What follows belongs to an exercise in optimizing a design on an open flow for small area, a short achievable clock period and few clock cycles per item; a production flow would make more cautious choices.

==> exp/maple: inputs <==
Design mac_array_acc, start of the top module:
module mac_array_acc #(
  parameter int DATA_WIDTH = 8,
  parameter int ACC_WIDTH  = 32,
  parameter int LANES      = 4,
  parameter int LEN_W      = 16
) (
  input  logic                        clk,
  input  logic                        rst_n,
  input  logic                        start,
  input  logic [LEN_W-1:0]            vec_len,
  input  logic [LANES*ACC_WIDTH-1:0]  bias,
  input  logic                        sat_en,
  input  logic                        in_valid,
  output logic                        in_ready,
  input  logic [LANES*DATA_WIDTH-1:0] operand_a,
  input  logic [LANES*DATA_WIDTH-1:0] operand_b,
  output logic                        out_valid,
  input  logic                        out_ready,
  output logic [LANES*ACC_WIDTH-1:0]  out_data,
  output logic [LANES-1:0]            overflow,
  output logic                        busy
);
  logic             r_in_ready;
  logic             r_out_valid;
  logic             r_fin;
  logic [LEN_W-1:0] r_cnt;
  logic             r_sat;
  logic             w_beat, w_load, w_last, w_empty;
  assign busy    = r_in_ready | r_fin | (r_out_valid & ~out_ready);
  assign w_load  = start & ~busy;
  assign w_beat  = in_valid & r_in_ready;
  assign w_last  = (r_cnt == LEN_W'(1));
  assign w_empty = (vec_len == '0);
  always_ff @(posedge clk or negedge rst_n) begin
    if (!rst_n) begin
      r_in_ready  <= 1'b0;
      r_out_valid <= 1'b0;
      r_fin       <= 1'b0;
    end else begin
      r_fin <= w_beat & w_last;
      if (w_load) begin
        r_in_ready  <= ~w_empty;
        r_out_valid <= w_empty;
      end else if (w_beat && w_last) begin
        r_in_ready  <= 1'b0;
      end else if (r_fin) begin
        r_out_valid <= 1'b1;
      end else if (out_ready) begin
        r_out_valid <= 1'b0;
      end
    end
  end
  always_ff @(posedge clk) begin
    if (w_load) begin
      r_cnt <= vec_len;
      r_sat <= sat_en;
    end else if (w_beat) begin
      r_cnt <= r_cnt - 1'b1;
    end
  end
  for (genvar g = 0; g < LANES; g++) begin : g_lane
    logic [DATA_WIDTH-1:0] r_a;
    logic [11:0]           w_be, r_be;
    logic [15:0]           s;
  ...
export LEC_CHECK = 0
export ABC_AREA = 1
export CAP_MARGIN = 20
export CORE_MARGIN = 2
export CORE_UTILIZATION = 40
export SLEW_MARGIN = 20
create_clock -name core_clock -period 5.5 [get_ports {clk}]
standard.sh (not shown) runs the stock make flow with config.mk's settings and CLKGATE_MAP_FILE= SYNTH_SCRIPT=/design/flow/synth_recipe.tcl, a recipe that flattens the netlist after the stock synthesis.
==> flow/flow/run.sh <==
#!/bin/bash
# The standard layout, with the smallest plain buffer on every port in
# place of the default port buffer cell, and a clock tree without dummy
# loads and with larger sink clusters.
set -euo pipefail
bash standard.sh \
  'BUFFER_PORTS_ARGS=-buffer_cell sky130_fd_sc_hd__buf_1' \
  'CTS_ARGS=-sink_clustering_enable -repair_clock_nets -dont_use_dummy_load -sink_clustering_size 30 -sink_clustering_max_diameter 80' \
  finish > standard.log 2>&1
==> exp/amber (differences from exp/maple) <==
==> flow/flow/run.sh (replaced) <==
#!/bin/bash
# The standard layout, with the smallest plain buffer on every port in
# place of the default port buffer cell.
set -euo pipefail
bash standard.sh 'BUFFER_PORTS_ARGS=-buffer_cell sky130_fd_sc_hd__buf_1' finish > standard.log 2>&1
==> exp/ember (differences from exp/maple) <==
==> flow/run.sh (new file) <==
#!/bin/bash
# synth_recipe.tcl (not shown) runs the flow's synth.tcl, then flattens the netlist and writes it again
# the make line also repeats each setting of config.mk as NAME=value (left out here)
make -C /OpenROAD-flow-scripts/flow DESIGN_CONFIG=/design/flow/config.mk WORK_HOME=/design/flow/orfs CLKGATE_MAP_FILE= SYNTH_SCRIPT=/design/flow/synth_recipe.tcl finish
removed: flow/flow/run.sh
removed: flow/standard.sh
==> flow_metrics.tcl <==
set metrics [dict create \
    buf_share 0.0667 \
    outcome "finished clean" \
    grt_pass1_wl_mm 87.9 \
    place_ws_ns 0.529 \
    slew_headroom 0.352 \
    top_layer "met4" \
    synthToLayoutAreaGrowth_pct 11.9 \
    grt.total_usage 0.219 \
    final_cells 3524 \
    wire_per_inst_um 15.6 \
]
[end of results for exp/maple]
==> flow_metrics.tcl <==
set metrics [dict create \
    outcome "finished clean" \
    synthToLayoutAreaGrowth_pct 26.0 \
    slew_headroom 0.262 \
    buf_share 0.150 \
    wl_met1_mm 24.8 \
    grt_pass1_wl_mm 90.2 \
    grt.total_usage 0.226 \
    top_layer "met5" \
    syn_area_per_cell_um2 7.27 \
    place_ws_ns 0.541 \
]
[end of results for exp/ember]
==> flow_metrics.tcl <==
set metrics [dict create \
    routed_wl_mm 55.5 \
    grt_pass1_wl_mm 88.5 \
    hold-worst-slack_ns 0.310 \
    wire_per_inst_um 15.6 \
    outcome "finished clean" \
    layout_common_cells "nand2_1 (613), inv_1 (495), buf_1 (348)" \
    yosysMostFrequentCell "nand2_1" \
    slew_headroom 0.347 \
    buf_share 0.0648 \
]
[end of results for exp/amber]
No run of this note included a check of the RTL's function; only the layout flow was run.

## what the ideal ports hide
The results above use ideal ports. As a check the final layouts listed here were re-extracted and re-timed, cells and wires unchanged.
Step 1, drivers: a clkbuf_16 drives clk and a buf_2 each remaining input, both assumed.
Step 2 adds t to the input delays and takes it off the output delays; t is the mean of the earliest and latest rising clock arrival at the registers after step 1. Input paths then give back, and output paths get back, about the clock's delay inside the block.
Three values: ideal ports, drivers, drivers and shift; two values: the first two.
| run | t (ns) | slack for setup (ns) | worst register clock-pin slew, ns |
|---|---|---|---|
| exp/maple | 0.579 | 0.415 / 0.415 / 0.415 | 0.09 / 0.09 |
| exp/amber | 0.643 | 0.403 / 0.403 / 0.403 | 0.06 / 0.06 |
| exp/ember | 0.627 | 0.523 / 0.523 / 0.523 | 0.06 / 0.06 |
After both steps every run listed still meets setup and hold.
